What follows belongs to an exercise in optimizing a design on an open flow for small area, a short achievable clock period and few clock cycles; a production flow would make more cautious choices.
The RTL was checked by simulation tests, not by an equivalence proof against the original design.
No activity file was given, so power comes from the tool's default toggle rates.

==> flow/design.v <==
package fba_pkg;
	localparam int FRAME_NUM_BITS = 12;
	localparam logic FUNC_ALLOC = 1'b0;
	localparam logic FUNC_FREE  = 1'b1;
	localparam logic [2:0] ST_ALLOCATED    = 3'd0;
	localparam logic [2:0] ST_MAPPED       = 3'd1;
	localparam logic [2:0] ST_NO_FRAME     = 3'd2;
	localparam logic [2:0] ST_FREED        = 3'd3;
	localparam logic [2:0] ST_FREE_IGNORED = 3'd4;
endpackage
module fba_datapath #(
	parameter int NUM_FRAMES = 4096,
	parameter int WORD_BITS  = 32
) (
	input  logic                      clk,
	input  logic                      arst_n,
	input  logic                      clr,
	input  logic                      accept,
	input  logic                      func,
	input  logic [fba_pkg::FRAME_NUM_BITS-1:0] frame_number,
	input  logic                      use_hint,
	input  logic                      page_mapped,
	input  logic                      kernel_mode,
	input  logic                      writable_request,
	output logic                      done,
	output logic [2:0]                status,
	output logic [fba_pkg::FRAME_NUM_BITS-1:0] granted_frame,
	output logic                      user_access,
	output logic                      write_access
);
	localparam int NW = NUM_FRAMES / WORD_BITS;
	localparam int AW = $clog2(NW);
	localparam int BW = $clog2(WORD_BITS);
	localparam int FW = fba_pkg::FRAME_NUM_BITS;
	logic [WORD_BITS-1:0] bm [NW];
	logic [NW-1:0]        anyfree_q;
	logic                 done_q;
	logic                 func_q;
	logic                 hint_q;
	logic                 mapped_q;
	logic                 kernel_q;
	logic                 wreq_q;
	logic [FW-1:0]        frame_q;
	logic [WORD_BITS-1:0] hcol_q;    
	logic [WORD_BITS-1:0] hword_q;   
	logic                 ffv_q;
	logic [AW-1:0]        fw_q;
	logic [NW-1:0]        fwoh_q;
	logic [WORD_BITS-1:0] fword_q;
	logic [AW-1:0]        hrow;
	logic                 use_h;
	logic                 wr;
	logic [NW-1:0]        row_we;
	logic [WORD_BITS-1:0] wdata;
	logic [WORD_BITS-1:0] wd;
	logic [AW-1:0]        in_row;
	logic [NW-1:0]        in_row_oh;
	logic [WORD_BITS-1:0] in_word;
	assign in_row = frame_number[BW +: AW];
	always_comb begin
		for (int w = 0; w < NW; w++) begin
			in_row_oh[w] = (in_row == AW'(w));
		end
		in_word = '0;
		for (int w = 0; w < NW; w++) begin
			in_word = in_word | (bm[w] & {WORD_BITS{in_row_oh[w]}});
		end
		if (clr | (wr & (use_h ? (hrow == in_row) : (fw_q == in_row)))) begin
			in_word = wd;
		end
	end
	always_ff @(posedge clk or negedge arst_n) begin
		if (!arst_n) begin
			done_q <= 1'b0;
		end else begin
			done_q <= accept;
		end
	end
	always_ff @(posedge clk) begin
		func_q <= func;
		hint_q <= use_hint;
		mapped_q <= page_mapped;
		kernel_q <= kernel_mode;
		wreq_q <= writable_request;
		frame_q <= frame_number;
		for (int b = 0; b < WORD_BITS; b++) begin
			hcol_q[b] <= (frame_number[BW-1:0] == BW'(b));
		end
		hword_q <= in_word;
	end
	logic [NW-1:0]        hrow_oh;
	logic                 hint_free;
	logic [WORD_BITS-1:0] fzero;
	logic [WORD_BITS-1:0] fbelow;
	logic [WORD_BITS-1:0] fb_oh;
	logic [BW-1:0]        fb;
	logic                 is_alloc;
	logic                 is_free;
	logic                 hit;
	logic                 alloc_h;
	logic                 alloc_f;
	logic [WORD_BITS-1:0] tword;
	logic [WORD_BITS-1:0] tcol;
	assign hrow = frame_q[BW +: AW];
	always_comb begin
		for (int w = 0; w < NW; w++) begin
			hrow_oh[w] = (hrow == AW'(w));
		end
	end
	assign hint_free = ~|(hword_q & hcol_q);
	assign fzero = ~fword_q;
	always_comb begin
		logic [WORD_BITS-1:0] p;
		p = {fzero[WORD_BITS-2:0], 1'b0};
		for (int s = 1; s < WORD_BITS; s = s * 2) begin
			p = p | (p << s);
		end
		fbelow = p;
	end
	assign fb_oh = fzero & ~fbelow;
	always_comb begin
		fb = '0;
		for (int b = 0; b < WORD_BITS; b++) begin
			fb = fb | (fb_oh[b] ? BW'(b) : '0);
		end
	end
	assign is_alloc = (func_q == fba_pkg::FUNC_ALLOC) & ~mapped_q;
	assign is_free = (func_q == fba_pkg::FUNC_FREE) & mapped_q;
	assign hit = hint_q & hint_free;
	assign alloc_h = is_alloc & hit;
	assign alloc_f = is_alloc & ~hit & ffv_q;
	assign use_h = (func_q == fba_pkg::FUNC_FREE) | hit;
	assign wr = done_q & (is_free | alloc_h | alloc_f);
	assign tword = use_h ? hword_q : fword_q;
	assign tcol = use_h ? hcol_q : fb_oh;
	assign wdata = (func_q == fba_pkg::FUNC_FREE) ? (tword & ~tcol) : (tword | tcol);
	assign wd = clr ? '0 : wdata;
	always_comb begin
		for (int w = 0; w < NW; w++) begin
			row_we[w] = clr | (wr & (use_h ? hrow_oh[w] : fwoh_q[w]));
		end
	end
	for (genvar w = 0; w < NW; w++) begin : g_row
		always_ff @(posedge clk) begin
			if (row_we[w]) begin
				bm[w] <= wd;
			end
		end
	end
	always_ff @(posedge clk) begin
		for (int w = 0; w < NW; w++) begin
			if (row_we[w]) begin
				anyfree_q[w] <= ~&wd;
			end
		end
	end
	logic [NW-1:0]        m;
	logic [NW-1:0]        mbelow;
	logic [NW-1:0]        nfw_oh;
	logic [AW-1:0]        nfw;
	logic                 nfv;
	logic [WORD_BITS-1:0] nword;
	assign m = anyfree_q & ~fwoh_q;
	always_comb begin
		logic [NW-1:0] p;
		p = {m[NW-2:0], 1'b0};
		for (int s = 1; s < NW; s = s * 2) begin
			p = p | (p << s);
		end
		mbelow = p;
	end
	assign nfw_oh = m & ~mbelow;
	assign nfv = |m;
	always_comb begin
		nfw = '0;
		nword = '0;
		for (int w = 0; w < NW; w++) begin
			nfw = nfw | (nfw_oh[w] ? AW'(w) : '0);
			nword = nword | (bm[w] & {WORD_BITS{nfw_oh[w]}});
		end
	end
	logic                 tgt_fw;
	logic                 move_down;
	logic [WORD_BITS-1:0] fword_after;
	logic                 advance;
	assign tgt_fw = wr & (use_h ? (hrow == fw_q) : 1'b1);
	assign move_down = wr & (func_q == fba_pkg::FUNC_FREE) & (~ffv_q | (hrow < fw_q));
	assign fword_after = tgt_fw ? wdata : fword_q;
	assign advance = ffv_q & ~move_down & (&fword_after);
	always_ff @(posedge clk) begin
		if (clr) begin
			ffv_q <= 1'b1;
			fw_q <= '0;
			fwoh_q <= NW'(1);
			fword_q <= '0;
		end else if (move_down) begin
			ffv_q <= 1'b1;
			fw_q <= hrow;
			fwoh_q <= hrow_oh;
			fword_q <= wdata;
		end else if (advance) begin
			ffv_q <= nfv;
			fw_q <= nfw;
			fwoh_q <= nfw_oh;
			fword_q <= nword;
		end else begin
			fword_q <= fword_after;
		end
	end
	always_comb begin
		status = fba_pkg::ST_ALLOCATED;
		granted_frame = '0;
		user_access = 1'b0;
		write_access = 1'b0;
		if (func_q == fba_pkg::FUNC_ALLOC) begin
			if (mapped_q) begin
				status = fba_pkg::ST_MAPPED;
			end else if (!(hit | ffv_q)) begin
				status = fba_pkg::ST_NO_FRAME;
			end else begin
				granted_frame = hit ? frame_q : FW'({fw_q, fb});
				user_access = ~kernel_q;
				write_access = wreq_q;
			end
		end else begin
			status = mapped_q ? fba_pkg::ST_FREED : fba_pkg::ST_FREE_IGNORED;
		end
	end
	assign done = done_q;
endmodule
module fba_ctrl (
	input  logic clk,
	input  logic arst_n,
	input  logic start,
	output logic clr,
	output logic accept,
	output logic busy
);
	logic clr_q;
	always_ff @(posedge clk or negedge arst_n) begin
		if (!arst_n) begin
			clr_q <= 1'b1;
		end else begin
			clr_q <= 1'b0;
		end
	end
	assign clr = clr_q;
	assign busy = clr_q;
	assign accept = start & ~clr_q;
endmodule
module bitmap_frame_allocator #(
	parameter int NUM_FRAMES = 4096,
	parameter int WORD_BITS  = 32
) (
	input  logic                      clk,
	input  logic                      arst_n,
	input  logic                      start,
	output logic                      busy,
	input  logic                      func,
	input  logic [fba_pkg::FRAME_NUM_BITS-1:0] frame_number,
	input  logic                      use_hint,
	input  logic                      page_mapped,
	input  logic                      kernel_mode,
	input  logic                      writable_request,
	output logic                      done,
	output logic [2:0]                status,
	output logic [fba_pkg::FRAME_NUM_BITS-1:0] granted_frame,
	output logic                      user_access,
	output logic                      write_access
);
	logic clr;
	logic accept;
	fba_ctrl u_ctrl (
		.clk    (clk),
		.arst_n (arst_n),
		.start  (start),
		.clr    (clr),
		.accept (accept),
		.busy   (busy)
	);
	fba_datapath #(
		.NUM_FRAMES (NUM_FRAMES),
		.WORD_BITS  (WORD_BITS)
	) u_datapath (
		.clk              (clk),
		.arst_n           (arst_n),
		.clr              (clr),
		.accept           (accept),
		.func             (func),
		.frame_number     (frame_number),
		.use_hint         (use_hint),
		.page_mapped      (page_mapped),
		.kernel_mode      (kernel_mode),
		.writable_request (writable_request),
		.done             (done),
		.status           (status),
		.granted_frame    (granted_frame),
		.user_access      (user_access),
		.write_access     (write_access)
	);
endmodule
==> flow/run.sh <==
#!/bin/bash
# synth_recipe.tcl (not shown) runs the flow's synth.tcl, then flattens the netlist and writes it again
# the make line also repeats each setting of config.mk as NAME=value (left out here)
make -C /OpenROAD-flow-scripts/flow DESIGN_CONFIG=/design/flow/config.mk WORK_HOME=/design/flow/orfs CLKGATE_MAP_FILE= SYNTH_SCRIPT=/design/flow/synth_recipe.tcl finish
==> flow/config.mk <==
export PLATFORM = sky130hd
export DESIGN_NAME = bitmap_frame_allocator
export DESIGN_NICKNAME = bitmap_frame_allocator
export VERILOG_FILES = /design/flow/design.v
export SDC_FILE = /design/flow/constraint.sdc
export NUM_CORES = 4
export LEC_CHECK = 0
export CAP_MARGIN = 20
export CORE_MARGIN = 2
export CORE_UTILIZATION = 45
export PLACE_DENSITY = 0.6
export SLEW_MARGIN = 20
==> flow/constraint.sdc <==
create_clock -name core_clock -period 8.0 [get_ports {clk}]
set_input_delay 1.6000 -clock core_clock [delete_from_list [all_inputs] [get_ports {clk}]]
set_output_delay 1.6000 -clock core_clock [all_outputs]
set_load 0.01 [all_outputs]
==> results of run 1 <==
==> cell usage after synthesis (13+ instances only) <==
library cell  count  area [µm²]
nor4_2           21         263
o22ai_1         134         838
nor2b_1          94         588
mux2i_1         131        1310
o21bai_1        128         961
or3_1            44         275
a221oi_1        869        7610
nor3b_1          13        97.6
nand4_1         620        3880
a211oi_1         56         420
nor4b_1          13         114
nor3_1          401        2010
buf_4            13        97.6
nand2b_1        118         738
a21boi_0         25         188
a32o_1           16         160
a22oi_1        1367       10300
a31oi_1          16         100
nand3b_1         19         143
a22o_1          917        8030
a221o_1          48         480
buf_1           110         413
o21ai_0          45         225
and2_1           41         257
buf_6            14         158
a2111oi_0        30         263
nand4b_1         14         123
clkbuf_1        788        2960
a222oi_1        425        4250
nor4_1          196        1230
nor2_1          405        1520
and3_1          108         676
a21oi_1         208        1040
or4_1            55         413
a32oi_1          68         596
nand2_1         620        2330
inv_1            29         109
buf_2           123         616
dfxtp_1         249        4980
edfxtp_1       4224      127000
nand3_1         328        1640
and4_1           49         429
==> power by group through the flow <==
stage          Sequential [mW]  Combinational, mW  Clock (mW)
2_1_floorplan             29.2               1.25           0
4_1_cts                   29.8               4.18        22.9
3_3_place_gp              30.3               4.13           0
3_5_place_dp              30.3               4.17           0
==> layer usage <==
layer	overflow	global-route usage
met1	1058	0.955
met2	1919	0.988
met4	1261	0.923
met3	1196	0.940
met5	158	0.869
==> cells by family after synthesis <==
family,Yosys count,synth area share
adders and majority gates,9,0.000561
and+or+nand+nor,3231,0.0915
other,1,0.0000196
buffers and inverters,1079,0.0227
AOI/OAI and AO/OA,4460,0.190
DFF,4475,0.688
xor gates and xnor gates,7,0.000320
muxes,132,0.00690
==> stage by stage <==
| step | setup WS [ps] | cells | cell area (µm²) | hold slack (ps) | total power, mW |
|---|---|---|---|---|---|
| after CTS | 1250 | 20200 | 228000 | 510 | 56.8 |
| after global placement | 1040 | 19200 | 211000 | 492 | 34.4 |
| after detailed placement | 1440 | 19300 | 212000 | 502 | 34.4 |
| after floorplan | 466 | 13400 | 192000 | 475 | 30.5 |
==> how the worst min path moves through the flow <==
stage,slack (ps),cells past startpoint,end,from
after detailed placement,500,2,u_datapath.fw_q[4]$_SDFFE_PP0P_,u_datapath.fw_q[4]$_SDFFE_PP0P_
after floorplan,470,2,u_datapath.fw_q[4]$_SDFFE_PP0P_,u_datapath.fw_q[4]$_SDFFE_PP0P_
after CTS,510,2,u_datapath.fw_q[4]$_SDFFE_PP0P_,u_datapath.fw_q[4]$_SDFFE_PP0P_
after global placement,490,2,u_datapath.fw_q[4]$_SDFFE_PP0P_,u_datapath.fw_q[4]$_SDFFE_PP0P_
==> out/results.tsv, run 1 <==
stage	metric	value	unit
status	status	stopped before the end	
status	Last stage	global routing (5_1_grt)	
status	Log Error	[ERROR GRT-0116] Global routing finished with congestion. Check the congestion regions in the DRC Viewer.	
clock_network	Clk Tree Root Cell	clkbuf_16	
logic_synthesis	Synth cell types	103	
logic_synthesis	sequential area share after synthesis	0.688	
grt	Total Routing Usage GR	0.954	
clock_network	CTS hold repair buffers	0	
clock_network	Setup Buffers After CTS	0	
grt	vias in the first global route	221000	
logic_synthesis	Cell Area, Synth	192000	µm²
placement	# port buffers	38	
die	IO Pins	39	
clock_network	Inserted Clock Buffers	474	
logic_synthesis	Post-synth EDFFs	4224	
die	initial core utilization	0.452	
die	Die H	657	µm
die	row count	239	
clock_network	Sink Count	4475	
clock_network	H-tree depth	5	
logic_synthesis	flops & latches, synth	4475	
logic_synthesis	Synth Instances	13400	
logic_synthesis	Avg Inst Size Synth	14.3	µm²
die	Die Span X	657	µm
logic_synthesis	post-synthesis net count	13400	
grt	first-pass GRT wire length	2730000	µm
clock_network	Max Buffers Root-to-Sink	4	
placement	gpl congestion	1.31	
placement	HPWL after DPL	1210000	µm
logic_synthesis	async set-reset flop share out of synthesis	0.000447	
clock_network	post_cts resized	0	
grt	remaining global-route overflow	5592	
grt	largest net degree at the start of global routing	129	
logic_synthesis	Most used DFF post-synth	edfxtp_1	
logic_synthesis	synth warn	3	
Testbench counts, summed over its fixed seeds: cycles 18,006.
==> run 2: changes to the inputs <==
--- a/flow/config.mk
+++ b/flow/config.mk
@@ -5,8 +5,10 @@
 export SDC_FILE = /design/flow/constraint.sdc
 export NUM_CORES = 4
 export LEC_CHECK = 0
+export ABC_CLOCK_PERIOD_IN_PS = 3000
 export CAP_MARGIN = 20
 export CORE_MARGIN = 2
-export CORE_UTILIZATION = 45
-export PLACE_DENSITY = 0.6
+export CORE_UTILIZATION = 30
+export PLACE_DENSITY = 0.45
+export SETUP_SLACK_MARGIN = 4.5
 export SLEW_MARGIN = 20
==> run 2 against run 1 <==
Synthesized area unchanged. The flow again stops in global routing (5_1_grt). Synthesized cell count did not move.
==> out/results.tsv, run 2 <==
stage	metric	value	unit
die	Die H	803	µm
logic_synthesis	Synth cell types	103	
logic_synthesis	post-synthesis net count	13400	
clock_network	Inserted Clock Buffers	551	
placement	# port buffers	38	
logic_synthesis	Synth area leader	edfxtp_1	
placement	placed insts	22500	
die	initial core utilization	0.301	
grt	largest net degree at the start of global routing	101	
clock_network	Max Buffers Root-to-Sink	4	
logic_synthesis	Yosys top cell area share	0.662	
logic_synthesis	flops & latches, synth	4475	
logic_synthesis	top post-synthesis cells by area	edfxtp_1 (66%), a22oi_1 (5.4%), a22o_1 (4.2%)	
placement	gpl congestion	1.16	
clock_network	Sink Count	4475	
die	row count	293	
clock_network	H-tree depth	6	
logic_synthesis	Cell Area, Synth	192000	µm²
status	status	stopped before the end	
logic_synthesis	Post-synth EDFFs	4224	
logic_synthesis	Most used DFF post-synth	edfxtp_1	
die	IO Pins	39	
logic_synthesis	sequential area share after synthesis	0.688	
logic_synthesis	count leader, synth	edfxtp_1	
clock_network	Clk Tree Root Cell	clkbuf_16	
logic_synthesis	Commonest cells post-synth	edfxtp_1 (4,224), a22oi_1 (1,367), a22o_1 (917), a221oi_1 (869), clkbuf_1 (788)	
logic_synthesis	async set-reset flop share out of synthesis	0.000447	
placement	HPWL after DPL	1620000	µm
status	Log Error	[ERROR GRT-0232] Routing congestion too high. Check the congestion heatmap in the GUI.	
grt	remaining global-route overflow	1	
placement	Cell Area, Placed	221000	µm²
logic_synthesis	Avg Inst Size Synth	14.3	µm²
logic_synthesis	Synth Instances	13400	
status	Last stage	global routing (5_1_grt)	
die	Die Span X	803	µm
clock_network	CTS hold repair buffers	0	
grt	Total Routing Usage GR	0.820	
logic_synthesis	synth warn	3	
==> run 2: cell counts after synthesis <==
Identical to the previous run, type by type.
==> run 2: per-layer routing <==
layer	GRT overflow	GRT usage
met2	0	0.892
met4	0	0.797
met1	0	0.819
met5	0	0.632
met3	1	0.764
==> run 2: through the flow <==
step	utilization	setup WS (ps)	power, mW
global placement	0.346	449	35.5
detailed placement	0.347	849	35.4
CTS	0.457	2460	65.1
floorplan	-	3290	30.4
==> run 2: logic make-up after synthesis <==
kind of cell / share of synthesized area
and+or+nand+nor: 0.0915
AOI/OAI and AO/OA: 0.190
xor gates and xnor gates: 0.000320
buffers and inverters: 0.0227
adders and majority gates: 0.000561
muxes: 0.00690
other: 0.0000196
DFF: 0.688
==> run 2: what timing repair did <==
| action | 4_1_cts |
|---|---|
| hold endpoints to repair | 0 |
| endpoints found under the setup margin | 8664 |
| gates resized for setup | 3828 |
| cloned | 460 |
| setup buffers | 1963 |
| pin swaps | 542 |
==> run 2: how the worst min path moves through the flow <==
| stage | from | slack, ps | endpoint | depth (start not counted) |
|---|---|---|---|---|
| 4_1_cts | u_datapath.fw_q[2]$_SDFFE_PP0P_ | 540 | u_datapath.fw_q[2]$_SDFFE_PP0P_ | 2 |
| 2_1_floorplan | u_datapath.fw_q[4]$_SDFFE_PP0P_ | 470 | u_datapath.fw_q[4]$_SDFFE_PP0P_ | 2 |
| 3_3_place_gp | u_datapath.fw_q[4]$_SDFFE_PP0P_ | 500 | u_datapath.fw_q[4]$_SDFFE_PP0P_ | 2 |
| 3_5_place_dp | u_datapath.fw_q[4]$_SDFFE_PP0P_ | 500 | u_datapath.fw_q[4]$_SDFFE_PP0P_ | 2 |
==> run 2: power by group through the flow <==
stage | registers [mW] | clock network (mW) | logic [mW]
after floorplan | 29.1 | 0 | 1.27
after global placement | 30.6 | 0 | 4.92
after detailed placement | 30.5 | 0 | 4.92
after CTS | 30.0 | 26.1 | 9.04
